Background: an optimization exercise with open tools, aiming at small area. Do not read the settings as production practice.
Where RTL was checked, it was by simulation tests only, not by an equivalence proof against the original.
For runs 1, 3 and 4, only the layout was checked, not whether the RTL still works.
Power figures rest on the tool's default switching activity, not on a simulated workload.

==> flow/design.v <==
`default_nettype none
package swarq_pkg;
	localparam int WINDOW_SLOTS = 32;
	localparam int MAX_PAYLOAD  = 1400;
	localparam int MAX_RESULTS  = 32;
	localparam int SLOT_W  = $clog2(WINDOW_SLOTS);
	localparam int CNT_W   = $clog2(WINDOW_SLOTS + 1);
	localparam int RES_W   = $clog2(MAX_RESULTS);
	localparam int SEQ_W   = 16;
	localparam int SIZE_W  = 11;
	localparam int MAP_W   = 32;
	localparam int TOTAL_W = 32;
	localparam int KIND_W  = 2;
	localparam int OKIND_W = 3;
	localparam logic [KIND_W-1:0] KIND_SEND    = 2'd0;
	localparam logic [KIND_W-1:0] KIND_ACK     = 2'd1;
	localparam logic [KIND_W-1:0] KIND_FINISH  = 2'd2;
	localparam logic [KIND_W-1:0] KIND_TIMEOUT = 2'd3;
	localparam logic [OKIND_W-1:0] OUT_TX       = 3'd0;
	localparam logic [OKIND_W-1:0] OUT_RETX     = 3'd1;
	localparam logic [OKIND_W-1:0] OUT_REFUSED  = 3'd2;
	localparam logic [OKIND_W-1:0] OUT_FINISHED = 3'd3;
	localparam logic [OKIND_W-1:0] OUT_STATUS   = 3'd4;
endpackage
`default_nettype wire
`default_nettype none
module swarq_ram #(
	parameter int WIDTH = 11,
	parameter int DEPTH = 32
) (
	input  wire logic             clk,
	input  wire logic             we,
	input  wire logic [WIDTH-1:0] wdata,
	output logic      [WIDTH-1:0] rdata
);
	logic [WIDTH-1:0] ring [DEPTH];
	always_ff @(posedge clk) begin
		ring[0] <= we ? wdata : ring[DEPTH-1];
		for (int k = 1; k < DEPTH; k++) begin
			ring[k] <= ring[k-1];
		end
	end
	assign rdata = ring[0];
endmodule
`default_nettype wire
`default_nettype none
module sliding_window_arq_sender (
	input  wire logic                             clk,
	input  wire logic                             arst_n,
	input  wire logic                             start,
	output logic                                  busy,
	input  wire logic [swarq_pkg::KIND_W-1:0]     kind,
	input  wire logic [swarq_pkg::SIZE_W-1:0]     payload_size,
	input  wire logic [swarq_pkg::SEQ_W-1:0]      ack_seq,
	input  wire logic [swarq_pkg::MAP_W-1:0]      received_map,
	output logic                                  result_valid,
	output logic      [swarq_pkg::OKIND_W-1:0]    out_kind,
	output logic      [swarq_pkg::SEQ_W-1:0]      out_seq,
	output logic      [swarq_pkg::SIZE_W-1:0]     out_size,
	output logic      [swarq_pkg::TOTAL_W-1:0]    delivered_bytes,
	output logic                                  last
);
	localparam int SW = swarq_pkg::SLOT_W;
	localparam int CW = swarq_pkg::CNT_W;
	typedef enum logic [1:0] {
		ST_IDLE,
		ST_RET,
		ST_PA,
		ST_PB
	} state_t;
	state_t state_q;
	logic [swarq_pkg::SEQ_W-1:0]   base_q;
	logic [CW-1:0]                 count_q;
	logic [swarq_pkg::TOTAL_W-1:0] total_q;
	logic                          fin_q;
	logic [SW-1:0]                 pos_q;
	logic                          beat_q;
	logic [swarq_pkg::OKIND_W-1:0] okind_q;
	logic [swarq_pkg::MAP_W-1:0]   map_q;
	logic                          is_ack_q;
	logic [CW-1:0]                 rem_q;
	logic [SW-1:0]                 lastpos_q;
	logic                          any_q;
	logic                          accept;
	logic                          refuse;
	logic [swarq_pkg::SEQ_W-1:0]   ahead;
	logic [CW-1:0]                 pops;
	logic                          cand;
	logic                          ret;
	logic                          we;
	logic [swarq_pkg::SIZE_W-1:0]  tap;
	logic [swarq_pkg::TOTAL_W:0]   sum;
	logic [CW-1:0]                 seq_off;
	assign busy   = (state_q != ST_IDLE) || (SW'(pos_q + 1'b1) != count_q[SW-1:0]);
	assign accept = start && !busy;
	assign refuse = count_q[CW-1] || (payload_size > swarq_pkg::SIZE_W'(swarq_pkg::MAX_PAYLOAD));
	assign ahead  = ack_seq - base_q;
	assign pops   = ahead[swarq_pkg::SEQ_W-1] ? '0 :
		((ahead[swarq_pkg::SEQ_W-2:CW] != '0) ? '1 : ahead[CW-1:0]);
	assign we     = accept && !fin_q && (kind == swarq_pkg::KIND_SEND) && !refuse;
	assign cand   = (count_q[CW-1] || (pos_q < count_q[SW-1:0])) && !(is_ack_q && map_q[pos_q]);
	assign ret    = (state_q == ST_RET) && (pos_q == '0) && (rem_q != '0) && (count_q != '0);
	assign sum    = {1'b0, total_q} + {{(swarq_pkg::TOTAL_W + 1 - swarq_pkg::SIZE_W){1'b0}},
		(ret ? tap : swarq_pkg::SIZE_W'(0))};
	swarq_ram #(
		.WIDTH(swarq_pkg::SIZE_W),
		.DEPTH(swarq_pkg::WINDOW_SLOTS)
	) u_size_ring (
		.clk  (clk),
		.we   (we),
		.wdata(payload_size),
		.rdata(tap)
	);
	always_ff @(posedge clk or negedge arst_n) begin
		if (!arst_n) begin
			pos_q   <= '0;
			base_q  <= '0;
			count_q <= '0;
			total_q <= '0;
		end else begin
			pos_q   <= pos_q + SW'(!ret);
			base_q  <= base_q + swarq_pkg::SEQ_W'(ret);
			total_q <= sum[swarq_pkg::TOTAL_W] ? '1 : sum[swarq_pkg::TOTAL_W-1:0];
			if (we) begin
				count_q <= count_q + 1'b1;
			end else if (ret) begin
				count_q <= count_q - 1'b1;
			end
		end
	end
	always_ff @(posedge clk or negedge arst_n) begin
		if (!arst_n) begin
			state_q <= ST_IDLE;
			fin_q   <= 1'b0;
			beat_q  <= 1'b0;
		end else begin
			beat_q <= 1'b0;
			case (state_q)
				ST_IDLE: begin
					if (accept) begin
						if (fin_q || (kind == swarq_pkg::KIND_SEND)) begin
							beat_q <= 1'b1;
						end else if (kind == swarq_pkg::KIND_FINISH) begin
							fin_q  <= 1'b1;
							beat_q <= 1'b1;
						end else begin
							state_q <= ST_RET;
						end
					end
				end
				ST_RET: begin
					if (((rem_q == '0) || (count_q == '0)) && (pos_q == '1)) begin
						state_q <= ST_PA;
					end
				end
				ST_PA: begin
					if (pos_q == '1) begin
						if (any_q || cand) begin
							state_q <= ST_PB;
						end else begin
							beat_q  <= is_ack_q;
							state_q <= ST_IDLE;
						end
					end
				end
				ST_PB: begin
					if (cand && (pos_q == lastpos_q)) begin
						state_q <= ST_IDLE;
					end
				end
				default: begin
					state_q <= ST_IDLE;
				end
			endcase
		end
	end
	always_ff @(posedge clk) begin
		if (accept) begin
			if (fin_q || (kind == swarq_pkg::KIND_FINISH)) begin
				okind_q <= swarq_pkg::OUT_FINISHED;
			end else if (kind == swarq_pkg::KIND_SEND) begin
				okind_q <= refuse ? swarq_pkg::OUT_REFUSED : swarq_pkg::OUT_TX;
			end else begin
				okind_q <= swarq_pkg::OUT_RETX;
			end
			map_q    <= received_map;
			is_ack_q <= (kind == swarq_pkg::KIND_ACK);
			rem_q    <= (kind == swarq_pkg::KIND_ACK) ? pops : '0;
			any_q    <= 1'b0;
		end else begin
			if (ret) begin
				rem_q <= rem_q - 1'b1;
			end
			if ((state_q == ST_PA) && cand) begin
				any_q     <= 1'b1;
				lastpos_q <= pos_q;
			end
			if ((state_q == ST_PA) && (pos_q == '1) && !any_q && !cand) begin
				okind_q <= swarq_pkg::OUT_STATUS;
			end
		end
	end
	always_comb begin
		seq_off = {1'b0, pos_q};
		if ((okind_q == swarq_pkg::OUT_FINISHED) || (okind_q == swarq_pkg::OUT_STATUS)) begin
			seq_off = '0;
		end else if (okind_q == swarq_pkg::OUT_REFUSED) begin
			seq_off = {count_q[CW-1], pos_q};
		end
	end
	assign result_valid    = beat_q || ((state_q == ST_PB) && cand);
	assign out_kind        = okind_q;
	assign out_seq         = base_q + swarq_pkg::SEQ_W'(seq_off);
	assign out_size        = ((okind_q == swarq_pkg::OUT_TX) || (okind_q == swarq_pkg::OUT_RETX)) ?
		tap : '0;
	assign delivered_bytes = total_q;
	assign last            = beat_q || (pos_q == lastpos_q);
endmodule
`default_nettype wire
==> flow/flow/run.sh <==
#!/bin/bash
# The standard ORFS layout with these changes:
#  - synthesis maps logic with an area-oriented ABC script (flow/abc.script) and without the
#    half/full-adder cell mapping and the Kogge-Stone carry lookahead (registers unchanged);
#  - port buffers use the smallest buffer cell;
#  - the clock tree uses small clock buffers and no dummy loads.
# ORFS's own output goes to standard.log; each step's log is under orfs/logs/.
set -euo pipefail
work=$(pwd)
sd=$work/scripts_abc
rm -rf "$sd"
mkdir -p "$sd"
for f in "$FLOW_HOME"/scripts/*; do ln -s "$f" "$sd/"; done
rm "$sd/abc_speed.script"
cp flow/abc.script "$sd/abc_speed.script"
bash standard.sh "SCRIPTS_DIR=$sd" "ADDER_MAP_FILE=" "SYNTH_OPERATIONS_ARGS=-nofsm" \
	"BUFFER_PORTS_ARGS=-buffer_cell sky130_fd_sc_hd__buf_1" \
	"CTS_ARGS=-sink_clustering_enable -repair_clock_nets -dont_use_dummy_load -buf_list sky130_fd_sc_hd__clkbuf_4 -sink_clustering_size 10 -sink_clustering_max_diameter 40" \
	finish > standard.log 2>&1
==> flow/flow/abc.script <==
strash
ifraig
scorr
dc2
dretime
strash
&get -n
&dch -f
&nf -R 1000
&put
==> flow/standard.sh <==
#!/bin/bash
# synth_recipe.tcl (not shown) runs the flow's synth.tcl, then flattens the netlist and writes it again
# the make line also repeats each setting of config.mk as NAME=value (left out here)
make -C /OpenROAD-flow-scripts/flow DESIGN_CONFIG=/design/flow/config.mk WORK_HOME=/design/flow/orfs CLKGATE_MAP_FILE= SYNTH_SCRIPT=/design/flow/synth_recipe.tcl "${@:-finish}"
==> flow/config.mk <==
export PLATFORM = sky130hd
export DESIGN_NAME = sliding_window_arq_sender
export DESIGN_NICKNAME = sliding_window_arq_sender
export VERILOG_FILES = /design/flow/design.v
export SDC_FILE = /design/flow/constraint.sdc
export NUM_CORES = 4
export LEC_CHECK = 0
export CAP_MARGIN = 20
export CORE_MARGIN = 2
export CORE_UTILIZATION = 60
export SLEW_MARGIN = 20
==> flow/constraint.sdc <==
create_clock -name core_clock -period 7.0 [get_ports {clk}]
set_input_delay 1.4000 -clock core_clock [delete_from_list [all_inputs] [get_ports {clk}]]
set_output_delay 1.4000 -clock core_clock [all_outputs]
set_load 0.01 [all_outputs]
==> out/qor.txt, run 1 <==
Die Wd: 151 um
simple-gate share of the synthesized area: 8.38%
CTS tree: built
crit end category: flip-flop
max-cap viol count: 0
antenna viol nets, final: 0
die area: 22800 um2
Worst Reg-to-Reg Cells: 33
status: complete, no violations
clock-pin slew on the worst setup and hold paths: 100 ps
commonest non-fill, non-tap cell in the layout: dfxtp_1
Final Slew Violations: 0
Min-Delay Endpoint: u_size_ring.ring[19][7]
CP Data Required Time: 7550 ps
Synth Instances: 944
PD cells: 266 nW/um2
VDD IR-drop max: 0.206 mV
kind of cell adding the most delay to the critical path: simple AND/OR/NAND/NOR gates
multiplexer share of the synthesized area: 1.12%
TNS Setup: 0 ps
Remaining Overflow, GRT: 0
clock share of power: 28.9%
Worst Hold Path Cells: 0
iteration-0 DRC count of the detailed router: 329
count of final hold-check violations: 0
final RePlAce weighted congestion: 0.805
Final Skew: 103 ps
#FFs+latches synth: 463
hold_ws: 252 ps
Synth warnings: 3
Area Overhead vs Synth: 11.0%
FP Rows: 53
overall routing resource usage: 18.8%
pin count of the biggest net entering global routing: 64
combinational power share: 1.1%
Avg Inst Size Synth: 13.8 um2
sequential power share: 70.0%
worst-margin pin slew: 857 ps
adder-cell share of the synthesized area: 0.540%
xor/xnor share of the synthesized area: 6.00%
IO Count: 129
Tmin final: 6370 ps
final count of negative-setup-slack endpoints: 0
fmax: 157 MHz
Worst R2R End: total_q[26]
DRT Wirelength: 21.3 mm
Final #Nets: 1212
Longest Clk Path Bufs: 3
post-synthesis sequential area ratio: 77.4%
CP Class: reg -> reg
Worst Hold Launch: u_size_ring.ring[18][7]
CP peak stage delay: 420 ps
Chip Height: 151 um
Psw: 766 uW
worst min path class: reg -> reg
main combinational cell family by area after synthesis: simple AND/OR/NAND/NOR gates
worst path arrival time: 6920 ps
Finished Layout Cells: 1422
library cells used by synthesis: 36
Remaining DRCs: 0
via count: 7076
Mapped Area: 13000 um2
Mapped Nets: 1008
Switching Share: 20.0%
Layout fillers: 1618
Lkg Pwr: 5.81 nW
Int Pwr: 3.06 mW
compound-cell area share of the yosys netlist: 5.79%
initial core utilization: 61.4%
Final HPWL DP: 13.7 mm
post-placement cell count: 1358
vias per inst: 4.98
worst-path fanout max: 30
RSZ-0062 raised after global routing: false
Crit-path slowest cell: maj3_1
final period utilization: 91.0%
commonest cells after routing, fill and taps aside: dfxtp_1, buf_1, nand2_1, dfrtp_1, clkbuf_4
first-pass iteration count of the detailed router: 5
Port-buffer cells: 128
wire per inst: 14.9 um
vias in the first global route: 6807
R2R setup slack: 630 ps
Buf/Inv on CP: 1
area of the core: 21200 um2
clock latency (worst-skew pair): 710 ps
relative slew slack: 42.9%
CTS Buf Count: 56
Setup crit start kind: flip-flop
first-pass GRT wire length: 33.5 mm
Root Buffer: clkbuf_4
clk sinks: 463
antenna violations before repair: 1
share of post-route cells with drive strength above 1: 7.50%
H-tree Lvls: 2
r2r startpoint: rem_q[0]
registers in the layout, summed over array words and instances (netlist names):
signal and flops:
beat_q 1, any_q 1, state_q 2, count_q 6
total_q 32, base_q 16, rem_q 6, pos_q 5
u_size_ring.ring 352, lastpos_q 5, map_q 32, fin_q 1
is_ack_q 1, okind_q 3
worst max-delay path by stage:
| stage | startpoint | slack [ps] | depth (start not counted) | endpoint |
|---|---|---|---|---|
| floorplan | pos_q[0] | 110 | 29 | total_q[11] |
| global placement | rem_q[0] | 440 | 33 | total_q[3] |
| detailed placement | rem_q[0] | 230 | 33 | total_q[11] |
| CTS | rem_q[0] | 170 | 33 | total_q[17] |
| global route | rem_q[0] | 10 | 33 | total_q[17] |
| finish | rem_q[0] | 630 | 33 | total_q[26] |
logic make-up after synthesis:
family                   after synthesis
buffers and inverters                 25
adder cells (fa/ha/maj)                7
flip-flops                           463
AND/OR/NAND/NOR                      226
AO/OA/AOI/OAI                        121
XOR/XNOR                              89
multiplexers                          13
final cells by class:
cell class              instances  area [um2]  share of cell area [%]
well taps                     275         344                    2.39
diodes                          1        2.50                  0.0174
clock buffers                  56         420                    2.92
repair buffers                146         621                    4.31
multi-input cells             456        2870                    19.9
flip-flops and latches        463       10100                    69.8
inverters                      25        93.8                   0.651
routing by layer:
layer | part of all wire [%] | track usage, % | up-vias
li1 | - | - | 3573
met4 | 2.2 | 6.17 | 0
met2 | 45 | 29.1 | 135
met1 | 48 | 26.4 | 3325
met3 | 5.1 | 4.67 | 43
met5 | 0 | 0 | -
per-stage QoR:
stage / util [%] / cell area, um2 / total power [mW] / worst slack (ps)
finish: 68.1 / 14400 / 3.83 / 629
global route: 68.1 / 14400 / 3.98 / 14.6
CTS: 67.7 / 14300 / 3.88 / 168
detailed placement: 65.7 / 13900 / 2.78 / 226
global placement: 65.7 / 13900 / 2.78 / 442
floorplan: - / 13000 / 2.75 / 110
power groups by stage:
stage | Sequential [mW] | Combinational (mW) | Clock, mW
2_1_floorplan | 2.74 | 0.0152 | 0
3_3_place_gp | 2.74 | 0.0420 | 0
3_5_place_dp | 2.74 | 0.0421 | 0
4_1_cts | 2.68 | 0.0425 | 1.16
5_1_grt | 2.68 | 0.0472 | 1.26
6_report | 2.68 | 0.0414 | 1.11
synthesized netlist by cell type:
master       n  area, um2
nor2b_1     23        144
nand2b_1    11       68.8
o2bb2ai_1    3       26.3
xnor2_1     52        455
a31oi_1     20        125
and2_0      20        125
nor4_1       1       6.26
and3_1       5       31.3
and4_1       6       52.6
or3_1        1       6.26
o22ai_1     11       68.8
o32a_1       1       10.0
or2_0        3       18.8
mux2i_1      1       10.0
o21ai_0     32        160
a21o_1       6       45.0
a21oi_1     26        130
a31o_1       4       35.0
xor2_1      37        324
a311oi_1     1       8.76
clkinv_1    25       93.8
nand3_1     21        105
dfrtp_1     63       1580
a222oi_1     6       60.1
nand2_1     74        278
mux2_1      12        135
nand4_1      3       18.8
edfxtp_1    47       1410
a211oi_1     3       22.5
nor3b_1      1       7.51
maj3_1       7       70.1
dfxtp_1    353       7070
o21a_1       4       30.0
a22oi_1      4       30.0
nor3_1      10       50.1
nor2_1      47        176
repair_timing:
item	4_1_cts	5_1_grt
hold buffers	0	0
gates resized for setup	0	15
endpoints found under the setup margin	0	32
buffers inserted	0	7
==> run 2: changes to the inputs <==
--- a/flow/design.v
+++ b/flow/design.v
@@ -63,11 +63,13 @@
 	localparam int SW = swarq_pkg::SLOT_W;
 	localparam int CW = swarq_pkg::CNT_W;
-	typedef enum logic [1:0] {
-		ST_IDLE,
-		ST_RET,
-		ST_PA,
-		ST_PB
-	} state_t;
-	state_t state_q;
+	localparam logic [2:0] S_TX   = 3'(swarq_pkg::OUT_TX);
+	localparam logic [2:0] S_PB   = 3'(swarq_pkg::OUT_RETX);      
+	localparam logic [2:0] S_REF  = 3'(swarq_pkg::OUT_REFUSED);
+	localparam logic [2:0] S_FIN  = 3'(swarq_pkg::OUT_FINISHED);
+	localparam logic [2:0] S_STAT = 3'(swarq_pkg::OUT_STATUS);
+	localparam logic [2:0] S_IDLE = 3'd5;
+	localparam logic [2:0] S_RET  = 3'd6;                          
+	localparam logic [2:0] S_PA   = 3'd7;                          
+	logic [2:0]                    state_q;
 	logic [swarq_pkg::SEQ_W-1:0]   base_q;
 	logic [CW-1:0]                 count_q;
@@ -75,10 +77,7 @@
 	logic                          fin_q;
 	logic [SW-1:0]                 pos_q;
-	logic                          beat_q;
-	logic [swarq_pkg::OKIND_W-1:0] okind_q;
 	logic [swarq_pkg::MAP_W-1:0]   map_q;
 	logic                          is_ack_q;
-	logic [CW-1:0]                 rem_q;
-	logic [SW-1:0]                 lastpos_q;
+	logic [CW-1:0]                 aux_q;
 	logic                          any_q;
 	logic                          accept;
@@ -92,5 +91,5 @@
 	logic [swarq_pkg::TOTAL_W:0]   sum;
 	logic [CW-1:0]                 seq_off;
-	assign busy   = (state_q != ST_IDLE) || (SW'(pos_q + 1'b1) != count_q[SW-1:0]);
+	assign busy   = (state_q != S_IDLE) || (SW'(pos_q + 1'b1) != count_q[SW-1:0]);
 	assign accept = start && !busy;
 	assign refuse = count_q[CW-1] || (payload_size > swarq_pkg::SIZE_W'(swarq_pkg::MAX_PAYLOAD));
@@ -100,5 +99,5 @@
 	assign we     = accept && !fin_q && (kind == swarq_pkg::KIND_SEND) && !refuse;
 	assign cand   = (count_q[CW-1] || (pos_q < count_q[SW-1:0])) && !(is_ack_q && map_q[pos_q]);
-	assign ret    = (state_q == ST_RET) && (pos_q == '0) && (rem_q != '0) && (count_q != '0);
+	assign ret    = (state_q == S_RET) && (pos_q == '0) && (aux_q != '0) && (count_q != '0);
 	assign sum    = {1'b0, total_q} + {{(swarq_pkg::TOTAL_W + 1 - swarq_pkg::SIZE_W){1'b0}},
 		(ret ? tap : swarq_pkg::SIZE_W'(0))};
@@ -131,44 +130,41 @@
 	always_ff @(posedge clk or negedge arst_n) begin
 		if (!arst_n) begin
-			state_q <= ST_IDLE;
+			state_q <= S_IDLE;
 			fin_q   <= 1'b0;
-			beat_q  <= 1'b0;
 		end else begin
-			beat_q <= 1'b0;
 			case (state_q)
-				ST_IDLE: begin
+				S_IDLE: begin
 					if (accept) begin
-						if (fin_q || (kind == swarq_pkg::KIND_SEND)) begin
-							beat_q <= 1'b1;
-						end else if (kind == swarq_pkg::KIND_FINISH) begin
-							fin_q  <= 1'b1;
-							beat_q <= 1'b1;
+						if (fin_q || (kind == swarq_pkg::KIND_FINISH)) begin
+							fin_q   <= 1'b1;
+							state_q <= S_FIN;
+						end else if (kind == swarq_pkg::KIND_SEND) begin
+							state_q <= refuse ? S_REF : S_TX;
 						end else begin
-							state_q <= ST_RET;
+							state_q <= S_RET;
 						end
 					end
 				end
-				ST_RET: begin
-					if (((rem_q == '0) || (count_q == '0)) && (pos_q == '1)) begin
-						state_q <= ST_PA;
-					end
-				end
-				ST_PA: begin
+				S_RET: begin
+					if (((aux_q == '0) || (count_q == '0)) && (pos_q == '1)) begin
+						state_q <= S_PA;
+					end
+				end
+				S_PA: begin
 					if (pos_q == '1) begin
 						if (any_q || cand) begin
-							state_q <= ST_PB;
+							state_q <= S_PB;
 						end else begin
-							beat_q  <= is_ack_q;
-							state_q <= ST_IDLE;
+							state_q <= is_ack_q ? S_STAT : S_IDLE;
 						end
 					end
 				end
-				ST_PB: begin
-					if (cand && (pos_q == lastpos_q)) begin
-						state_q <= ST_IDLE;
+				S_PB: begin
+					if (cand && (pos_q == aux_q[SW-1:0])) begin
+						state_q <= S_IDLE;
 					end
 				end
 				default: begin
-					state_q <= ST_IDLE;
+					state_q <= S_IDLE;
 				end
 			endcase
@@ -177,43 +173,30 @@
 	always_ff @(posedge clk) begin
 		if (accept) begin
-			if (fin_q || (kind == swarq_pkg::KIND_FINISH)) begin
-				okind_q <= swarq_pkg::OUT_FINISHED;
-			end else if (kind == swarq_pkg::KIND_SEND) begin
-				okind_q <= refuse ? swarq_pkg::OUT_REFUSED : swarq_pkg::OUT_TX;
-			end else begin
-				okind_q <= swarq_pkg::OUT_RETX;
-			end
 			map_q    <= received_map;
 			is_ack_q <= (kind == swarq_pkg::KIND_ACK);
-			rem_q    <= (kind == swarq_pkg::KIND_ACK) ? pops : '0;
+			aux_q    <= (kind == swarq_pkg::KIND_ACK) ? pops : '0;
 			any_q    <= 1'b0;
-		end else begin
-			if (ret) begin
-				rem_q <= rem_q - 1'b1;
-			end
-			if ((state_q == ST_PA) && cand) begin
-				any_q     <= 1'b1;
-				lastpos_q <= pos_q;
-			end
-			if ((state_q == ST_PA) && (pos_q == '1) && !any_q && !cand) begin
-				okind_q <= swarq_pkg::OUT_STATUS;
-			end
+		end else if (ret) begin
+			aux_q <= aux_q - 1'b1;
+		end else if ((state_q == S_PA) && cand) begin
+			any_q            <= 1'b1;
+			aux_q[SW-1:0]    <= pos_q;
 		end
 	end
 	always_comb begin
 		seq_off = {1'b0, pos_q};
-		if ((okind_q == swarq_pkg::OUT_FINISHED) || (okind_q == swarq_pkg::OUT_STATUS)) begin
+		if ((state_q == S_FIN) || (state_q == S_STAT)) begin
 			seq_off = '0;
-		end else if (okind_q == swarq_pkg::OUT_REFUSED) begin
+		end else if (state_q == S_REF) begin
 			seq_off = {count_q[CW-1], pos_q};
 		end
 	end
-	assign result_valid    = beat_q || ((state_q == ST_PB) && cand);
-	assign out_kind        = okind_q;
+	assign result_valid    = (state_q == S_TX) || (state_q == S_REF) || (state_q == S_FIN) ||
+		(state_q == S_STAT) || ((state_q == S_PB) && cand);
+	assign out_kind        = state_q;
 	assign out_seq         = base_q + swarq_pkg::SEQ_W'(seq_off);
-	assign out_size        = ((okind_q == swarq_pkg::OUT_TX) || (okind_q == swarq_pkg::OUT_RETX)) ?
-		tap : '0;
+	assign out_size        = ((state_q == S_TX) || (state_q == S_PB)) ? tap : '0;
 	assign delivered_bytes = total_q;
-	assign last            = beat_q || (pos_q == lastpos_q);
+	assign last            = (state_q != S_PB) || (pos_q == aux_q[SW-1:0]);
 endmodule
 `default_nettype wire
==> run 2 against run 1 <==
Effect of this change:
- sequential share of layout area down 0.87 points
- maximum frequency shrank 4.5%
- sequential cell count is 8 lower
- core utilization fell by 0.12 points
- critical path type unchanged
- largest cell class unchanged
- highest routed layer is now met5
==> out/qor.txt, run 2 <==
status: complete, no violations
Biggest register: u_size_ring.ring
Post-synth EDFFs: 39
Final #Nets: 1231
area of the core: 21000 um2
Chip Height: 150 um
ys async rst share: 13.8%
Min-Delay Endpoint: u_size_ring.ring[12][9]
critical path's most frequent cell: nor2_1
count of final hold-check violations: 0
Worst Hold Path Cells: 0
pin count of the biggest net entering global routing: 64
Tmin final: 6670 ps
R2R setup slack: 330 ps
Worst R2R End: total_q[30]
first-pass GRT wire length: 34.8 mm
FP Rows: 53
Mapped Nets: 1024
wire per inst: 15.3 um
Die Wd: 150 um
Remaining DRCs: 0
iteration-0 DRC count of the detailed router: 301
Crit-path slowest cell: or4_4
VDD IR-drop max: 0.201 mV
die area: 22400 um2
final period utilization: 95.3%
cell accounting for the most synthesized area: dfxtp_1
Synth Instances: 960
top cells by area, synth: dfxtp_1, dfrtp_1, edfxtp_1
Final HPWL DP: 14.5 mm
vias per inst: 5.01
CP Class: reg -> reg
overall routing resource usage: 19.8%
Port-buffer cells: 128
r2r startpoint: aux_q[0]
DRT Wirelength: 22.0 mm
hold_ws: 281 ps
final RePlAce weighted congestion: 0.890
Avg Inst Size Synth: 13.3 um2
post-synthesis sequential area ratio: 77.1%
via count: 7220
Regs by FF count: u_size_ring.ring: 352 flops, map_q: 32 flops, total_q: 32 flops
pre-CTS WS: 105 ps
CTS Buf Count: 55
CP peak stage delay: 540 ps
Synth warnings: 3
fmax: 150 MHz
Remaining Overflow, GRT: 0
commonest cells after routing, fill and taps aside: dfxtp_1, buf_1, nand2_1, dfrtp_1, xnor2_1
relative slew slack: 42.3%
Final Skew: 87.3 ps
Layout fillers: 1613
final worst-path setup slack: 329 ps
Post-synth top cells: dfxtp_1, nand2_1, dfrtp_1
Worst Hold Launch: u_size_ring.ring[11][9]
Worst Reg-to-Reg Cells: 35
#FFs+latches synth: 455
worst-margin pin slew: 865 ps
clock-pin slew on the worst setup and hold paths: 110 ps
PD cells: 309 nW/um2
Final Slew Violations: 0
antenna viol nets, final: 0
antenna violations before repair: 2
Area Overhead vs Synth: 11.9%
worst min path class: reg -> reg
Largest register FFs: 352
first-pass iteration count of the detailed router: 5
TNS Setup: 0 ps
Root Buffer: clkbuf_4
Mapped Area: 12700 um2
clock latency (worst-skew pair): 680 ps
Longest Clk Path Bufs: 3
commonest non-fill, non-tap cell in the layout: dfxtp_1
Critical Path Start: aux_q[0]
final count of negative-setup-slack endpoints: 0
library cells used by synthesis: 41
clk sinks: 455
initial core utilization: 60.8%
Primary FF master, synth: dfxtp_1
worst path arrival time: 7200 ps
Lkg Pwr: 5.65 nW
IO Count: 129
H-tree Lvls: 2
share of post-route cells with drive strength above 1: 8.50%
CP Data Required Time: 7530 ps
most common cell in the netlist: dfxtp_1
crit end category: flip-flop
vias in the first global route: 7062
CTS tree: built
Setup crit start kind: flip-flop
max-cap viol count: 0
Yosys top cell area share: 55.5%
worst-path fanout max: 15
[run 2: cell count changes in the layout (fill, tap and decap cells not counted), moves of 5 or more]
cell / previous run / this run
xnor2_1: 52 / 58
a21oi_1: 26 / 35
edfxtp_1: 47 / 39
or2_0: 3 / 8
mux2_1: 12 / 1
nand2_1: 74 / 95
xor2_1: 37 / 25
[run 2: cell families after synthesis]
| family | share of synthesized area, % |
|---|---|
| DFF | 77.1 |
| and+or+nand+nor | 9.60 |
| xor gates and xnor gates | 5.71 |
| buffers and inverters | 0.855 |
| AOI/OAI and AO/OA | 6.21 |
| adders and majority gates | 0.472 |
| muxes | 0.0884 |
[run 2: worst max-delay path: cells and delay by family (launching register included)]
family                   cells  cell delay (ps)
adder cells (fa/ha/maj)      2              710
buffers and inverters        2              320
flip-flops                   1              410
AO/OA/AOI/OAI                8              820
AND/OR/NAND/NOR             23             4320
[run 2: report_power, final]
part           switching [mW]  internal [mW]
clock                   0.728          0.361
combinational           0.350          0.218
sequential             0.0556           2.69
total                    1.13           3.27
[run 2: what timing repair did]
action | CTS | global route
gates resized for setup | 0 | 9
hold buffers | 0 | 0
endpoints found under the hold margin | 0 | 0
setup endpoints to repair | 0 | 32
setup buffers | 0 | 12
[run 2: metrics by stage]
stage	util [%]	cell area [um2]	cells	total power [mW]
floorplan	-	12800	960	3.17
global placement	65.3	13700	1372	3.36
detailed placement	65.3	13700	1372	3.37
CTS	67.3	14100	1427	4.45
global route	68.0	14200	1441	4.63
finish	68.0	14200	1441	4.40
[run 2: how the worst max path moves through the flow]
stage                        endpoint
after floorplan           total_q[28]
after CTS                 total_q[28]
after global routing      total_q[28]
final                     total_q[30]
after global placement     total_q[8]
after detailed placement  total_q[28]
[run 2: per-layer routing]
layer / track usage, % / wire (um) / vias up
met2: 29.6 / 9770 / 170
met1: 28.3 / 10500 / 3372
met3: 4.94 / 1250 / 42
met5: 0 / 12 / -
met4: 7.08 / 501 / 2
li1: - / - / 3634
[run 2: area by class of cell]
class                           instances  area (um2)  area share (%)
Timing Repair Buffer                  149         639            4.49
Clock buffer                           55         413            2.90
Inverter                               29         109           0.764
Antenna cell                            1        2.50          0.0176
Multi-Input combinational cell        477        2920            20.5
Tap cell                              275         344            2.41
Sequential cell                       455        9820            68.9
==> run 3: changes to the inputs <==
--- a/flow/design.v
+++ b/flow/design.v
@@ -32,5 +32,6 @@
 	input  wire logic             we,
 	input  wire logic [WIDTH-1:0] wdata,
-	output logic      [WIDTH-1:0] rdata
+	output logic      [WIDTH-1:0] rdata,
+	output logic      [WIDTH-1:0] rdata_d1
 );
 	logic [WIDTH-1:0] ring [DEPTH];
@@ -41,5 +42,6 @@
 		end
 	end
-	assign rdata = ring[0];
+	assign rdata    = ring[0];
+	assign rdata_d1 = ring[1];
 endmodule
 `default_nettype wire
@@ -87,4 +89,6 @@
 	logic                          cand;
 	logic                          ret;
+	logic                          ret_q;
+	logic [swarq_pkg::SIZE_W-1:0]  tap_d1;
 	logic                          we;
 	logic [swarq_pkg::SIZE_W-1:0]  tap;
@@ -101,13 +105,14 @@
 	assign ret    = (state_q == S_RET) && (pos_q == '0) && (aux_q != '0) && (count_q != '0);
 	assign sum    = {1'b0, total_q} + {{(swarq_pkg::TOTAL_W + 1 - swarq_pkg::SIZE_W){1'b0}},
-		(ret ? tap : swarq_pkg::SIZE_W'(0))};
+		(ret_q ? tap_d1 : swarq_pkg::SIZE_W'(0))};
 	swarq_ram #(
 		.WIDTH(swarq_pkg::SIZE_W),
 		.DEPTH(swarq_pkg::WINDOW_SLOTS)
 	) u_size_ring (
-		.clk  (clk),
-		.we   (we),
-		.wdata(payload_size),
-		.rdata(tap)
+		.clk     (clk),
+		.we      (we),
+		.wdata   (payload_size),
+		.rdata   (tap),
+		.rdata_d1(tap_d1)
 	);
 	always_ff @(posedge clk or negedge arst_n) begin
@@ -117,5 +122,7 @@
 			count_q <= '0;
 			total_q <= '0;
+			ret_q   <= 1'b0;
 		end else begin
+			ret_q   <= ret;
 			pos_q   <= pos_q + SW'(!ret);
 			base_q  <= base_q + swarq_pkg::SEQ_W'(ret);
==> run 3 against run 2 <==
Effect of this change:
- still clean on timing, DRC and antenna
- area after synthesis grew 0.14%
- total power grew 2.8%
- setup slack better by 610 ps
- first-iteration DRC count increased by 32%
- largest power group unchanged
==> out/qor.txt, run 3 <==
IO Count: 129
Setup Buffers After CTS: 0
#FFs+latches synth: 456
ys async rst share: 14.0%
status: complete, no violations
DRT Wirelength: 20.9 mm
total chip power: 4.52 mW
Post-synth top cells: dfxtp_1, nand2_1, xnor2_1
first-pass iteration count of the detailed router: 5
CP Data Required Time: 5600 ps
worst-margin pin slew: 932 ps
Buf/Inv on CP: 1
Lkg Pwr: 5.70 nW
final count of negative-setup-slack endpoints: 0
hold_ws: 295 ps
top cells by area, synth: dfxtp_1, dfrtp_1, edfxtp_1
Mapped Area: 12800 um2
PD cells: 322 nW/um2
most common cell in the netlist: dfxtp_1
Layout fillers: 1623
library cells used by synthesis: 41
share of post-route cells with drive strength above 1: 5.75%
vias in the first global route: 6661
crit-path cells: nor2_1 > nor2_1 > nand3_1 > nand3_1 > nand2_1 > o21ai_0 > nand3_1 > a21o_1 > a21oi_1 > a31oi_1 > nor2_1 > o21ai_0 > nor2_1 > and4_1 > nand4_1 > nor2_1 > xor2_1 > buf_1
clock-pin slew on the worst setup and hold paths: 90 ps
commonest cells after routing, fill and taps aside: dfxtp_1, buf_1, nand2_1, xnor2_1, dfrtp_1
Remaining DRCs: 0
VDD IR-drop max: 0.215 mV
RSZ-0062 raised after global routing: false
Crit-path slowest cell: dfstp_2
Yosys top cell area share: 55.4%
post-synthesis sequential area ratio: 77.2%
Regs by FF count: u_size_ring.ring: 352 flops, map_q: 32 flops, total_q: 32 flops
pin count of the biggest net entering global routing: 65
first-pass GRT wire length: 32.8 mm
TNS Setup: 0 ps
Die Wd: 150 um
kind of cell adding the most delay to the critical path: simple AND/OR/NAND/NOR gates
metal2 WL: 9.51 mm
highest routed layer: met4
crit end category: output port
via count: 7043
Tmin final: 6060 ps
max-cap viol count: 0
antenna violations before repair: 1
final RePlAce weighted congestion: 0.777
Final HPWL DP: 14.1 mm
CP peak stage delay: 630 ps
Port-buffer cells: 128
Final Skew: 106 ps
CTS tree: built
Synth warnings: 3
Biggest register: u_size_ring.ring
Final #Nets: 1196
Post-synth EDFFs: 39
overall routing resource usage: 18.7%
R2R setup slack: 1170 ps
wire per inst: 14.8 um
DRT met1 WL: 9.87 mm
vias per inst: 5.01
Longest Clk Path Bufs: 3
Area Overhead vs Synth: 10.1%
final period utilization: 86.6%
count of final hold-check violations: 0
FP Rows: 53
worst min path class: reg -> reg
worst-path fanout max: 10
critical path's most frequent cell: nor2_1
H-tree Lvls: 2
Largest register FFs: 352
CTS Hold Bufs: 0
Final Slew Violations: 0
commonest non-fill, non-tap cell in the layout: dfxtp_1
Avg Inst Size Synth: 13.5 um2
cell accounting for the most synthesized area: dfxtp_1
Setup crit start kind: flip-flop
Primary FF master, synth: dfxtp_1
met3 wire length: 1.06 mm
Chip Height: 150 um
clock latency (worst-skew pair): 690 ps
CTS Buf Count: 55
relative slew slack: 37.9%
CP Class: reg -> out
antenna viol nets, final: 0
Synth Instances: 942
CTS-repair resized insts: 0
iteration-0 DRC count of the detailed router: 397
initial core utilization: 60.9%
die area: 22400 um2
area of the core: 21000 um2
Root Buffer: clkbuf_4
Remaining Overflow, GRT: 0
Mapped Nets: 1006
clk sinks: 456
fmax: 165 MHz
worst path arrival time: 4660 ps
==> run 3: changes by cell type after synthesis, sizes merged, moves of 5 or more <==
cell	before	now
and3	6	12
and2	23	15
or2	8	3
nand2	98	69
a31oi	18	13
xor2	25	17
nand3	17	26
a21o	3	14
xnor2	58	64
mux2	1	11
==> run 3: cell families after synthesis <==
kind of cell	share of synthesized area [%]
flops	77.2
simple gates	8.63
compound gates	6.56
xor+xnor	5.56
buf+inv	0.795
mux	0.971
fa+ha+maj	0.314
==> run 3: path summary, 6_finish.rpt <==
path	from	endpoint	cells past startpoint
setup / recovery	state_q[2]	out_seq[15]	18
hold / removal	u_size_ring.ring[2][1]	u_size_ring.ring[3][1]	0
setup reg to reg	ret_q	total_q[14]	26
hold reg to reg	u_size_ring.ring[2][1]	u_size_ring.ring[3][1]	0
max in group asynchronous	arst_n	base_q[15]	2
min in group asynchronous	arst_n	count_q[1]	2
==> run 3: metrics by stage <==
| step | utilization (%) | instance area (um2) | std cells | setup WS (ps) |
|---|---|---|---|---|
| 2_1_floorplan | - | 12800 | 942 | 1540 |
| 3_3_place_gp | 65.0 | 13600 | 1350 | 1460 |
| 3_5_place_dp | 65.0 | 13600 | 1350 | 1270 |
| 4_1_cts | 67.0 | 14000 | 1405 | 862 |
| 5_1_grt | 67.0 | 14000 | 1406 | 487 |
| 6_report | 67.0 | 14000 | 1406 | 937 |
==> run 3: layout make-up <==
cell class,count,area [um2],area share (%)
sequential,456,9840,70.1
inverter,27,101,0.722
timing repair buffer,133,519,3.70
clock buffer,55,413,2.94
antenna,1,2.50,0.0178
tap,275,344,2.45
multi-input combinational,459,2820,20.1
==> run 3: power breakdown <==
group / internal (mW) / total (mW) / switching [mW]
Combinational: 0.252 / 0.613 / 0.361
Sequential: 2.71 / 2.82 / 0.112
Clock: 0.360 / 1.09 / 0.728
==> run 3: layer usage <==
metal  track usage [%]  vias to the layer above
met1              26.1                     3312
met2              29.2                      137
li1                  -                     3556
met4              5.57                        0
met5                 0                        -
met3              4.82                       38
==> run 4: changes to the inputs <==
--- a/flow/config.mk
+++ b/flow/config.mk
@@ -6,6 +6,6 @@
 export NUM_CORES = 4
 export LEC_CHECK = 0
-export CAP_MARGIN = 20
+export CAP_MARGIN = 0
 export CORE_MARGIN = 2
 export CORE_UTILIZATION = 60
-export SLEW_MARGIN = 20
+export SLEW_MARGIN = 0
==> run 4 against run 3 <==
Effect of this change:
- critical path depth unchanged
- die area did not move
- sequential power hardly changed
- highest routed layer unchanged
- via count unchanged
- area after synthesis stayed put
- still clean
- sequential cell count stayed put
- maximum frequency unchanged
- setup slack unchanged
- core utilization did not move
- sequential share of layout area unchanged
- combinational power is essentially flat
- total power did not move
==> out/qor.txt, run 4 <==
status: complete, no violations
final period utilization: 86.6%
vias per inst: 5.01
CP Class: reg -> out
Tmin final: 6060 ps
Register Area: 9840 um2
total chip power: 4.52 mW
die area: 22400 um2
Mapped Area: 12800 um2
CP peak stage delay: 630 ps
Synth Instances: 942
Layout fillers: 1623
final count of negative-setup-slack endpoints: 0
post-synthesis sequential area ratio: 77.2%
Final Skew: 106 ps
pin count of the biggest net entering global routing: 65
worst-margin pin slew: 932 ps
FP Rows: 53
CTS Buf Count: 55
clock latency (worst-skew pair): 690 ps
Mapped Nets: 1006
pre-CTS WS: 1270 ps
worst-path fanout max: 10
Avg Inst Size Synth: 13.5 um2
crit-path cells: nor2_1 > nor2_1 > nand3_1 > nand3_1 > nand2_1 > o21ai_0 > nand3_1 > a21o_1 > a21oi_1 > a31oi_1 > nor2_1 > o21ai_0 > nor2_1 > and4_1 > nand4_1 > nor2_1 > xor2_1 > buf_1
area post-placement: 13600 um2
Remaining DRCs: 0
post-placement cell count: 1350
Yosys top cell area share: 55.4%
ys async rst share: 14.0%
Final #Nets: 1196
clock-pin slew on the worst setup and hold paths: 90 ps
Final HPWL DP: 14.1 mm
antenna viol nets, final: 0
Root Buffer: clkbuf_4
max-cap viol count: 0
relative slew slack: 37.9%
CTS tree: built
CTS Hold Bufs: 0
via count: 7043
Die Wd: 150 um
IO Count: 129
crit end category: output port
Crit-path slowest cell: dfstp_2
antenna violations before repair: 1
first-pass GRT wire length: 32.8 mm
H-tree Lvls: 2
DRT Wirelength: 20.9 mm
first-pass iteration count of the detailed router: 5
iteration-0 DRC count of the detailed router: 397
most common cell in the netlist: dfxtp_1
Setup crit start kind: flip-flop
count of final hold-check violations: 0
Regs by FF count: u_size_ring.ring: 352 flops, map_q: 32 flops, total_q: 32 flops
clk sinks: 456
worst path arrival time: 4660 ps
fin util: 67.0%
wire per inst: 14.8 um
fmax: 165 MHz
Longest Clk Path Bufs: 3
Post-synth top cells: dfxtp_1, nand2_1, xnor2_1
Final Slew Violations: 0
Primary FF master, synth: dfxtp_1
Setup Buffers After CTS: 0
RSZ-0062 raised after global routing: false
VDD IR-drop max: 0.215 mV
hold_ws: 295 ps
worst min path class: reg -> reg
commonest cells after routing, fill and taps aside: dfxtp_1, buf_1, nand2_1, xnor2_1, dfrtp_1
Lkg Pwr: 5.70 nW
Design Area, Final: 14000 um2
critical path's most frequent cell: nor2_1
area of the core: 21000 um2
TNS Setup: 0 ps
PD cells: 322 nW/um2
final worst-path setup slack: 937 ps
initial core utilization: 60.9%
CTS-repair resized insts: 0
Chip Height: 150 um
CP Data Required Time: 5600 ps
cell accounting for the most synthesized area: dfxtp_1
area of the multi-input gates: 2820 um2
top cells by area, synth: dfxtp_1, dfrtp_1, edfxtp_1
#FFs+latches synth: 456
Largest register FFs: 352
Synth warnings: 3
Post-synth EDFFs: 39
library cells used by synthesis: 41
Port-buffer cells: 128
commonest non-fill, non-tap cell in the layout: dfxtp_1
vias in the first global route: 6661
overall routing resource usage: 18.7%
final RePlAce weighted congestion: 0.777
Remaining Overflow, GRT: 0
Finished Layout Cells: 1406
Biggest register: u_size_ring.ring
share of post-route cells with drive strength above 1: 5.75%
Area Overhead vs Synth: 10.1%
run 4: cell counts in the layout (fill, tap and decap cells not counted):
No cell type changed its count.
run 4: layer usage:
| layer | track usage, % | wire length [um] | share of wire [%] | up-vias |
|---|---|---|---|---|
| met4 | 5.57 | 425 | 2.0 | 0 |
| li1 | - | - | - | 3556 |
| met3 | 4.82 | 1060 | 5.1 | 38 |
| met1 | 26.1 | 9870 | 47 | 3312 |
| met5 | 0 | 0 | 0 | - |
| met2 | 29.2 | 9510 | 46 | 137 |
run 4: worst max-delay path, delay by kind of cell (launching register included):
family	cells	cell delay (ps)
DFF	1	630
AOI/OAI and AO/OA	5	950
buffers and inverters	1	170
and+or+nand+nor	11	2120
xor gates and xnor gates	1	150
run 4: final cells by class:
| cell class | instances | share of cell area (%) |
|---|---|---|
| Tap cell | 275 | 2.45 |
| Clock buffer | 55 | 2.94 |
| Timing Repair Buffer | 133 | 3.70 |
| Sequential cell | 456 | 70.1 |
| Multi-Input combinational cell | 459 | 20.1 |
| Antenna cell | 1 | 0.0178 |
| Inverter | 27 | 0.722 |
run 4: cell families (layout without fill, tap and decap cells):
| family | count (synthesis) | in the layout | synth area share [%] |
|---|---|---|---|
| other | 0 | 1 | 0 |
| AO/OA/AOI/OAI | 134 | 134 | 6.56 |
| XOR/XNOR | 81 | 81 | 5.56 |
| flip-flops | 456 | 456 | 77.2 |
| buffers and inverters | 27 | 215 | 0.795 |
| AND/OR/NAND/NOR | 229 | 229 | 8.63 |
| adder cells (fa/ha/maj) | 4 | 4 | 0.314 |
| multiplexers | 11 | 11 | 0.971 |
run 4: final timing paths:
check	start	to	slack [ps]	depth (start not counted)
worst max register to register	ret_q	total_q[14]	1170	26
max in group asynchronous	arst_n	base_q[15]	5450	2
worst max-delay path	state_q[2]	out_seq[15]	940	18
min in group asynchronous	arst_n	count_q[1]	870	2
worst min register to register	u_size_ring.ring[2][1]	u_size_ring.ring[3][1]	290	0
worst min-delay path	u_size_ring.ring[2][1]	u_size_ring.ring[3][1]	290	0
run 4: power breakdown:
group / switching [mW] / internal (mW) / total, mW
logic: 0.361 / 0.252 / 0.613
clock network: 0.728 / 0.360 / 1.09
registers: 0.112 / 2.71 / 2.82
total: 1.20 / 3.32 / 4.52
==> run 5: changes to the inputs <==
--- a/flow/design.v
+++ b/flow/design.v
@@ -100,5 +100,5 @@
 	assign ahead  = ack_seq - base_q;
 	assign pops   = ahead[swarq_pkg::SEQ_W-1] ? '0 :
-		((ahead[swarq_pkg::SEQ_W-2:CW] != '0) ? '1 : ahead[CW-1:0]);
+		{(ahead[swarq_pkg::SEQ_W-2:SW] != '0), ahead[SW-1:0]};
 	assign we     = accept && !fin_q && (kind == swarq_pkg::KIND_SEND) && !refuse;
 	assign cand   = (count_q[CW-1] || (pos_q < count_q[SW-1:0])) && !(is_ack_q && map_q[pos_q]);
--- a/flow/flow/run.sh
+++ b/flow/flow/run.sh
@@ -16,4 +16,4 @@
 bash standard.sh "SCRIPTS_DIR=$sd" "ADDER_MAP_FILE=" "SYNTH_OPERATIONS_ARGS=-nofsm" \
 	"BUFFER_PORTS_ARGS=-buffer_cell sky130_fd_sc_hd__buf_1" \
-	"CTS_ARGS=-sink_clustering_enable -repair_clock_nets -dont_use_dummy_load -buf_list sky130_fd_sc_hd__clkbuf_4 -sink_clustering_size 10 -sink_clustering_max_diameter 40" \
+	"CTS_ARGS=-sink_clustering_enable -repair_clock_nets -dont_use_dummy_load -buf_list sky130_fd_sc_hd__clkbuf_4 -sink_clustering_size 12 -sink_clustering_max_diameter 30" \
 	finish > standard.log 2>&1
--- a/flow/config.mk
+++ b/flow/config.mk
@@ -6,6 +6,6 @@
 export NUM_CORES = 4
 export LEC_CHECK = 0
-export CAP_MARGIN = 0
+export CAP_MARGIN = 20
 export CORE_MARGIN = 2
 export CORE_UTILIZATION = 60
-export SLEW_MARGIN = 0
+export SLEW_MARGIN = 20
==> run 5 against run 4 <==
Effect of this change:
- area after synthesis hardly changed
- first-iteration DRC count is 11% lower
- maximum frequency is 3.0% lower
- global-route usage is 0.24 points higher
- cell count hardly changed
- still clean
- count of clock-buffer cells in the layout is 5 higher
==> out/qor.txt, run 5 <==
relative slew slack: 33.9%
Design Area, Final: 14100 um2
IO Count: 129
H-tree Lvls: 2
sequential power share: 62.9%
Lkg Pwr: 5.70 nW
fin util: 67.1%
Int Pwr: 3.30 mW
initial core utilization: 60.9%
CP Data Required Time: 7520 ps
clock latency (worst-skew pair): 690 ps
status: complete, no violations
max-cap viol count: 0
Longest Clk Path Bufs: 3
Worst Hold Path Cells: 0
die area: 22400 um2
Psw: 1.14 mW
Chip Height: 150 um
commonest non-fill, non-tap cell in the layout: dfxtp_1
total chip power: 4.44 mW
cell accounting for the most synthesized area: dfxtp_1
GR met1 Demand/Resource: 27.1%
crit end category: flip-flop
first-pass iteration count of the detailed router: 6
Mapped Nets: 1001
fmax: 160 MHz
Die Wd: 150 um
clk sinks: 456
clock-pin slew on the worst setup and hold paths: 110 ps
Largest register FFs: 352
#FFs+latches synth: 456
grt peak-use layer: met2
Worst Reg-to-Reg Cells: 25
Final HPWL DP: 13.9 mm
Remaining DRCs: 0
Synth Instances: 937
Remaining Overflow, GRT: 0
Crit-path slowest cell: dfrtp_1
commonest cells after routing, fill and taps aside: dfxtp_1, buf_1, nand2_1, xnor2_1, dfrtp_1
Switching Share: 25.6%
Biggest register: u_size_ring.ring
Avg Inst Size Synth: 13.6 um2
CTS Buf Count: 60
r2r startpoint: ret_q
Mapped Area: 12800 um2
final period utilization: 89.3%
post-synthesis sequential area ratio: 77.2%
vias in the first global route: 6754
VDD IR-drop max: 0.182 mV
worst-path fanout max: 31
share of post-route cells with drive strength above 1: 6.11%
Post-synth EDFFs: 39
Primary FF master, synth: dfxtp_1
Buf/Inv on CP: 0
Setup crit start kind: flip-flop
CTS tree: built
RSZ-0062 raised after global routing: false
Tmin final: 6250 ps
worst-margin pin slew: 992 ps
iteration-0 DRC count of the detailed router: 352
M2 GR Usage: 29.1%
CP Class: reg -> reg
critical path's most frequent cell: nor2_1
CTS Hold Bufs: 0
antenna viol nets, final: 0
worst path arrival time: 6770 ps
FP Rows: 53
area post-placement: 13600 um2
pin count of the biggest net entering global routing: 65
area of the core: 21000 um2
CTS-repair resized insts: 0
Worst R2R End: total_q[25]
overall routing resource usage: 19.0%
via count: 7094
library cells used by synthesis: 43
worst min path class: reg -> reg
antenna violations before repair: 2
Min-Delay Endpoint: u_size_ring.ring[17][10]
vias per inst: 5.05
top cells by area, synth: dfxtp_1, dfrtp_1, edfxtp_1
Setup Buffers After CTS: 0
first-pass GRT wire length: 33.2 mm
met3 GRT Util: 3.66%
most common cell in the netlist: dfxtp_1
Port-buffer cells: 128
count of final hold-check violations: 0
Post-synth top cells: dfxtp_1, nand2_1, xnor2_1
Root Buffer: clkbuf_4
DRT Wirelength: 20.9 mm
final RePlAce weighted congestion: 0.809
Yosys top cell area share: 55.4%
CP peak stage delay: 610 ps
wire per inst: 14.9 um
Final Slew Violations: 0
Worst Hold Launch: u_size_ring.ring[16][10]
Regs by FF count: u_size_ring.ring: 352 flops, map_q: 32 flops, total_q: 32 flops
Critical Path Start: ret_q
kind of cell adding the most delay to the critical path: simple AND/OR/NAND/NOR gates
Area Overhead vs Synth: 10.3%
combinational power share: 11.8%
Final Skew: 90.3 ps
R2R setup slack: 750 ps
Final #Nets: 1195
TNS Setup: 0 ps
PD cells: 316 nW/um2
final count of negative-setup-slack endpoints: 0
clock share of power: 25.3%
Synth warnings: 3
ys async rst share: 14.0%
==> run 5: cell types whose count changed after synthesis, moves of 3 or more <==
cell,previous run,this run
nand2b_1,13,5
nand3_1,26,18
o32ai_1,0,6
a21oi_1,38,43
a31oi_1,13,8
o22ai_1,8,3
a21o_1,14,11
and3_1,12,15
nor2_1,50,53
o21ai_0,33,30
xnor2_1,64,67
==> run 5: power groups by stage <==
stage	registers, mW	logic [mW]	clock network, mW
floorplan	2.82	0.371	0
detailed placement	2.85	0.523	0
global placement	2.85	0.520	0
finish	2.79	0.523	1.12
CTS	2.79	0.525	1.17
global route	2.80	0.582	1.28
==> run 5: layout make-up <==
class / instances / area (um2)
diodes: 1 / 2.50
clock buffers: 60 / 450
fillers: 1634 / 6890
inverters: 27 / 101
multi-input cells: 454 / 2820
flip-flops and latches: 456 / 9840
well taps: 275 / 344
repair buffers: 132 / 512
==> run 5: worst reg2reg max path, cell delays in order, from the launching register on <==
cell and delay, ps:
dfrtp_1 610, and3_1 270, nor2_1 160, a21oi_1 110, nor3_1 190, nor2_1 90
o21ai_0 300, a21o_1 210, a21o_1 150, a21o_1 140, a21o_1 140, and2_0 150
o21ai_0 140, nor2_1 160, o21a_1 200, and3_1 280, and4_1 310, and4_1 310
nand3_1 120, nor2_1 270, and4_1 330, nand3_1 130, nor2_1 280, and3_1 230
nand2_1 540, o21ai_0 290
==> run 5: worst max-delay path by stage <==
| stage | endpoint | slack (ps) | cells past startpoint |
|---|---|---|---|
| floorplan | aux_q[1] | 1390 | 23 |
| detailed placement | aux_q[1] | 830 | 24 |
| CTS | total_q[25] | 790 | 25 |
| global route | total_q[28] | 20 | 25 |
| global placement | aux_q[1] | 950 | 24 |
| finish | total_q[25] | 750 | 25 |
==> run 5: logic make-up after synthesis <==
kind of cell    synth area share (%)
flops                           77.2
mux                             1.06
fa+ha+maj                      0.314
buf+inv                        0.795
simple gates                    8.51
compound gates                  6.39
xor+xnor                        5.77
==> run 5: per-stage QoR <==
stage | hold slack, ps | setup slack, ps | instances
floorplan | 310 | 1390 | 937
global placement | 310 | 947 | 1344
detailed placement | 312 | 831 | 1344
CTS | 279 | 786 | 1404
global route | 267 | 22.2 | 1405
finish | 277 | 752 | 1405
==> run 5: routing by layer <==
| metal | up-vias | wire length (um) |
|---|---|---|
| met4 | 0 | 429 |
| met3 | 37 | 1010 |
| met2 | 160 | 9420 |
| met5 | - | 0 |
| li1 | 3558 | - |
| met1 | 3339 | 10000 |
==> run 6: changes to the inputs <==
--- a/flow/flow/run.sh
+++ b/flow/flow/run.sh
@@ -16,4 +16,4 @@
 bash standard.sh "SCRIPTS_DIR=$sd" "ADDER_MAP_FILE=" "SYNTH_OPERATIONS_ARGS=-nofsm" \
 	"BUFFER_PORTS_ARGS=-buffer_cell sky130_fd_sc_hd__buf_1" \
-	"CTS_ARGS=-sink_clustering_enable -repair_clock_nets -dont_use_dummy_load -buf_list sky130_fd_sc_hd__clkbuf_4 -sink_clustering_size 12 -sink_clustering_max_diameter 30" \
+	"CTS_ARGS=-sink_clustering_enable -repair_clock_nets -dont_use_dummy_load -buf_list sky130_fd_sc_hd__clkbuf_8 -sink_clustering_size 21 -sink_clustering_max_diameter 45" \
 	finish > standard.log 2>&1
==> run 6 against run 5 <==
Effect of this change:
- cell count decreased by 1.8%
- total power increased by 0.72%
- clock skew decreased by 14 ps
- count of clock-buffer cells in the layout decreased by 26
- largest power group unchanged
- highest routed layer unchanged
==> out/qor.txt, run 6 <==
Post-synth top cells: dfxtp_1, nand2_1, xnor2_1
Root Buffer: clkbuf_8
worst min path class: reg -> reg
grt peak-use layer: met2
overall routing resource usage: 18.8%
final count of negative-setup-slack endpoints: 0
kind of cell adding the most delay to the critical path: simple AND/OR/NAND/NOR gates
#FFs+latches synth: 456
ys async rst share: 14.0%
H-tree Lvls: 2
CP peak stage delay: 610 ps
multiplexer share of the synthesized area: 1.06%
Final HPWL DP: 13.9 mm
Crit-path slowest cell: dfrtp_1
count of final hold-check violations: 0
post-synthesis sequential area ratio: 77.2%
cell accounting for the most synthesized area: dfxtp_1
Die Wd: 150 um
Area Overhead vs Synth: 10.5%
library cells used by synthesis: 43
Worst Hold Launch: u_size_ring.ring[13][10]
Register Area: 9840 um2
IO Count: 129
Primary FF master, synth: dfxtp_1
VDD IR-drop max: 0.204 mV
Regs by FF count: u_size_ring.ring: 352 flops, map_q: 32 flops, total_q: 32 flops
PD cells: 317 nW/um2
GR met1 Demand/Resource: 27.4%
main combinational cell family by area after synthesis: simple AND/OR/NAND/NOR gates
wire per inst: 14.9 um
die area: 22400 um2
Biggest register: u_size_ring.ring
Synth Instances: 937
M2 GR Usage: 28.9%
commonest non-fill, non-tap cell in the layout: dfxtp_1
Mapped Nets: 1001
antenna viol nets, final: 0
Psw: 1.12 mW
Final Skew: 76.6 ps
Synth warnings: 3
Post-synth EDFFs: 39
initial core utilization: 60.9%
Setup crit start kind: flip-flop
final RePlAce weighted congestion: 0.809
vias in the first global route: 6500
compound-cell area share of the yosys netlist: 6.39%
share of post-route cells with drive strength above 1: 3.99%
Chip Height: 150 um
Remaining Overflow, GRT: 0
critical path's most frequent cell: nor2_1
Avg Inst Size Synth: 13.6 um2
FP Rows: 53
first-pass GRT wire length: 32.8 mm
Longest Clk Path Bufs: 3
clock latency (worst-skew pair): 550 ps
status: complete, no violations
vias per inst: 5.03
TNS Setup: 0 ps
Port-buffer cells: 128
max-cap viol count: 0
via count: 6939
area of the core: 21000 um2
first-pass iteration count of the detailed router: 5
combinational power share: 11.7%
final period utilization: 85.0%
antenna violations before repair: 1
DRT Wirelength: 20.6 mm
Mapped Area: 12800 um2
Remaining DRCs: 0
pin count of the biggest net entering global routing: 65
Yosys top cell area share: 55.4%
CTS Buf Count: 34
iteration-0 DRC count of the detailed router: 295
Final Slew Violations: 0
top cells by area, synth: dfxtp_1, dfrtp_1, edfxtp_1
CTS tree: built
relative slew slack: 35.1%
sequential power share: 62.4%
RSZ-0062 raised after global routing: false
Buf/Inv on CP: 0
worst-margin pin slew: 974 ps
xor/xnor share of the synthesized area: 5.77%
Final #Nets: 1169
r2r startpoint: ret_q
fmax: 168 MHz
crit end category: flip-flop
clock-pin slew on the worst setup and hold paths: 100 ps
worst-path fanout max: 31
Layout fillers: 1622
met3 GRT Util: 3.26%
simple-gate share of the synthesized area: 8.51%
CP Class: reg -> reg
most common cell in the netlist: dfxtp_1
Largest register FFs: 352
Lkg Pwr: 5.67 nW
clk sinks: 456
clock share of power: 25.9%
commonest cells after routing, fill and taps aside: dfxtp_1, buf_1, nand2_1, xnor2_1, dfrtp_1
area of the multi-input gates: 2820 um2
adder-cell share of the synthesized area: 0.314%
Critical Path Start: ret_q
worst path arrival time: 6340 ps
Switching Share: 25.1%
Int Pwr: 3.35 mW
CP Data Required Time: 7390 ps
Tmin final: 5950 ps
total chip power: 4.47 mW
## run 6: cell counts after synthesis
No cell type changed its count.
## run 6: path summary, 6_finish.rpt
path	slack [ps]	endpoint	cells past startpoint
min in group asynchronous	1020	pos_q[1]	2
worst min-delay path	250	u_size_ring.ring[14][10]	0
max in group asynchronous	5310	base_q[15]	2
worst min register to register	250	u_size_ring.ring[14][10]	0
worst max-delay path	1050	total_q[25]	25
worst max register to register	1050	total_q[25]	25
## run 6: kinds of logic (layout without fill, tap and decap cells)
family	after synthesis	count (layout)
compound gates	129	129
xor+xnor	84	84
fa+ha+maj	4	4
buf+inv	27	193
flops	456	456
mux	12	12
other cells	0	2
simple gates	225	225
## run 6: final cells by class
class	count	share of cell area, %
Antenna cell	2	0.0355
Clock buffer	34	3.32
Inverter	27	0.719
Multi-Input combinational cell	454	20.0
Sequential cell	456	69.8
Tap cell	275	2.44
Timing Repair Buffer	132	3.63
## run 6: repair_timing
action | CTS | global route
hold buffers | 0 | 0
setup buffers | 0 | 0
gates resized for setup | 0 | 1
endpoints found under the setup margin | 0 | 1
## run 6: stage by stage
stage	instances	hold slack, ps	cell area [um2]	worst slack, ps	util [%]
2_1_floorplan	937	310	12800	1390	-
3_3_place_gp	1344	310	13600	947	65.0
3_5_place_dp	1344	312	13600	831	65.0
4_1_cts	1378	255	14100	756	67.2
5_1_grt	1378	238	14100	321	67.2
6_report	1380	251	14100	1050	67.2
## run 6: layer usage
metal	part of all wire, %	wire length [um]
met2	44	9170
met1	48	9960
met4	2.5	509
met5	0	0
met3	4.8	988
## run 6: power groups by stage
stage | Sequential (mW) | Clock [mW] | Combinational [mW]
6_report | 2.79 | 1.16 | 0.522
3_3_place_gp | 2.85 | 0 | 0.520
2_1_floorplan | 2.82 | 0 | 0.371
5_1_grt | 2.80 | 1.30 | 0.582
3_5_place_dp | 2.85 | 0 | 0.523
4_1_cts | 2.79 | 1.20 | 0.525
==> run 7: changes to the inputs <==
==> flow/flow/run.sh (replaced) <==
#!/bin/bash
# The standard ORFS layout with these changes:
#  - synthesis maps logic with an area-oriented ABC script (flow/abc.script, with a 60 s
#    &deepsyn restructuring pass) and without the
#    half/full-adder cell mapping and the Kogge-Stone carry lookahead (registers unchanged);
#  - port buffers use the smallest buffer cell;
#  - the clock tree uses small clock buffers and no dummy loads.
# ORFS's own output goes to standard.log; each step's log is under orfs/logs/.
set -euo pipefail
work=$(pwd)
sd=$work/scripts_abc
rm -rf "$sd"
mkdir -p "$sd"
for f in "$FLOW_HOME"/scripts/*; do ln -s "$f" "$sd/"; done
rm "$sd/abc_speed.script"
cp flow/abc.script "$sd/abc_speed.script"
bash standard.sh "SCRIPTS_DIR=$sd" "ADDER_MAP_FILE=" "SYNTH_OPERATIONS_ARGS=-nofsm" \
	"BUFFER_PORTS_ARGS=-buffer_cell sky130_fd_sc_hd__buf_1" \
	"CTS_ARGS=-sink_clustering_enable -repair_clock_nets -dont_use_dummy_load -buf_list sky130_fd_sc_hd__clkbuf_4 -sink_clustering_size 12 -sink_clustering_max_diameter 50" \
	finish > standard.log 2>&1
==> run 7 against run 6 <==
Effect of this change:
- maximum frequency fell by 3.7%
- largest cell class unchanged
- via count rose by 1.4%
- highest routed layer unchanged
- register-to-register slack got worse by 230 ps
- non-clock buffer count unchanged
- count of clock-buffer cells in the layout grew 11
- die area stayed put
- critical endpoint unchanged
- largest power group unchanged
- worst hold slack improved by 45 ps
- clock power fell by 14%
==> out/qor.txt, run 7 <==
first-pass iteration count of the detailed router: 5
antenna viol nets, final: 0
#FFs+latches synth: 456
area of the core: 21000 um2
Longest Clk Path Bufs: 3
Tmin final: 6180 ps
via count: 7036
commonest cells after routing, fill and taps aside: dfxtp_1, buf_1, nand2_1, xnor2_1, dfrtp_1
Primary FF master, synth: dfxtp_1
Mapped Nets: 1001
Lkg Pwr: 5.63 nW
CTS Hold Bufs: 0
antenna violations before repair: 2
Remaining DRCs: 0
post-synthesis sequential area ratio: 77.2%
fin util: 66.6%
CP Data Required Time: 7520 ps
Worst Hold Launch: u_size_ring.ring[19][10]
Worst R2R End: total_q[25]
Largest register FFs: 352
area post-placement: 13600 um2
overall routing resource usage: 18.9%
H-tree Lvls: 2
PD cells: 309 nW/um2
pin count of the biggest net entering global routing: 65
max-cap viol count: 0
Port-buffer cells: 128
final count of negative-setup-slack endpoints: 0
Yosys top cell area share: 55.4%
worst-margin pin slew: 982 ps
die area: 22400 um2
final period utilization: 88.3%
area of the multi-input gates: 2820 um2
Die Wd: 150 um
hold_ws: 297 ps
Layout fillers: 1643
top cells by area, synth: dfxtp_1, dfrtp_1, edfxtp_1
Final #Nets: 1180
final RePlAce weighted congestion: 0.809
Post-synth top cells: dfxtp_1, nand2_1, xnor2_1
Area Overhead vs Synth: 9.46%
Post-synth EDFFs: 39
clock-pin slew on the worst setup and hold paths: 110 ps
initial core utilization: 60.9%
Final HPWL DP: 13.9 mm
cell accounting for the most synthesized area: dfxtp_1
worst path arrival time: 6700 ps
library cells used by synthesis: 43
Worst Reg-to-Reg Cells: 25
Regs by FF count: u_size_ring.ring: 352 flops, map_q: 32 flops, total_q: 32 flops
wire per inst: 14.8 um
CTS-repair resized insts: 0
Mapped Area: 12800 um2
vias per inst: 5.06
Setup crit start kind: flip-flop
crit end category: flip-flop
share of post-route cells with drive strength above 1: 4.85%
Remaining Overflow, GRT: 0
Root Buffer: clkbuf_4
fmax: 162 MHz
VDD IR-drop max: 0.183 mV
Min-Delay Endpoint: u_size_ring.ring[20][10]
CTS Buf Count: 45
Chip Height: 150 um
clk sinks: 456
Final Slew Violations: 0
IO Count: 129
Setup Buffers After CTS: 0
DRT Wirelength: 20.6 mm
iteration-0 DRC count of the detailed router: 339
relative slew slack: 34.5%
CTS tree: built
Synth warnings: 3
RSZ-0062 raised after global routing: false
most common cell in the netlist: dfxtp_1
vias in the first global route: 6620
Final Skew: 49.8 ps
commonest non-fill, non-tap cell in the layout: dfxtp_1
r2r startpoint: ret_q
first-pass GRT wire length: 33.0 mm
FP Rows: 53
ys async rst share: 14.0%
TNS Setup: 0 ps
Synth Instances: 937
Biggest register: u_size_ring.ring
status: complete, no violations
R2R setup slack: 820 ps
worst-path fanout max: 31
count of final hold-check violations: 0
Design Area, Final: 14000 um2
Worst Hold Path Cells: 0
Register Area: 9840 um2
worst min path class: reg -> reg
Avg Inst Size Synth: 13.6 um2
clock latency (worst-skew pair): 650 ps
CP Class: reg -> reg
[run 7: cell count changes in the layout (fill, tap and decap cells not counted)]
| cell | previous run | this run |
|---|---|---|
| clkbuf_4 | 0 | 45 |
| nand2_2 | 1 | 0 |
| clkbuf_8 | 34 | 0 |
| nand2_1 | 67 | 68 |
[run 7: final cells by class]
cell class | instances | share of cell area, %
tap | 275 | 2.46
clock buffer | 45 | 2.42
timing repair buffer | 132 | 3.67
sequential | 456 | 70.5
antenna | 2 | 0.0359
multi-input combinational | 454 | 20.2
inverter | 27 | 0.726
[run 7: cells by family after synthesis]
| kind of cell | count (synthesis) | synth area share [%] |
|---|---|---|
| muxes | 12 | 1.06 |
| buffers and inverters | 27 | 0.795 |
| xor gates and xnor gates | 84 | 5.77 |
| and+or+nand+nor | 225 | 8.51 |
| adders and majority gates | 4 | 0.314 |
| DFF | 456 | 77.2 |
| AOI/OAI and AO/OA | 129 | 6.39 |
[run 7: power breakdown]
part | internal (mW) | total (mW) | switching, mW
logic | 0.212 | 0.521 | 0.309
registers | 2.70 | 2.79 | 0.0943
clock network | 0.298 | 1.00 | 0.702
total | 3.21 | 4.32 | 1.11
[run 7: worst max-delay path by stage]
stage / from / endpoint / slack [ps] / depth (start not counted)
finish: ret_q / total_q[25] / 820 / 25
global route: ret_q / total_q[19] / 60 / 25
CTS: ret_q / total_q[25] / 820 / 25
detailed placement: ack_seq[0] / aux_q[1] / 830 / 24
global placement: ack_seq[0] / aux_q[1] / 950 / 24
floorplan: ack_seq[0] / aux_q[1] / 1390 / 23
[run 7: layer usage]
layer,vias up,track usage [%],wire [um]
met5,-,0,0
met4,0,6.46,441
met3,36,3.72,1010
met2,160,28.9,9240
met1,3313,27.2,9910
li1,3527,-,-
[run 7: worst max-delay path, cell delays in order, from the launching register on]
cell	delay [ps]
dfrtp_1	610
and3_1	270
nor2_1	160
a21oi_1	110
nor3_1	180
nor2_1	90
o21ai_0	290
a21o_1	200
a21o_1	150
a21o_1	140
a21o_1	150
and2_0	150
o21ai_0	140
nor2_1	160
o21a_1	200
and3_1	280
and4_1	310
and4_1	310
nand3_1	120
nor2_1	270
and4_1	330
nand3_1	130
nor2_1	280
and3_1	230
nand2_1	540
o21ai_0	280
[run 7: per-stage QoR]
stage	cells	power, mW	setup slack (ps)
after CTS	1389	4.37	822
final	1391	4.32	821
after global routing	1390	4.54	58.5
after detailed placement	1344	3.37	831
after global placement	1344	3.37	947
after floorplan	937	3.19	1390

Re-timed with assumed drivers on the ports (clkbuf_16 on the clock, buf_2 on other inputs), run 7 has 0.821 ns of setup slack against 0.821 ns with ideal ports, and 0.787 ns once port delays also move by the mid clock arrival of 0.670 ns.
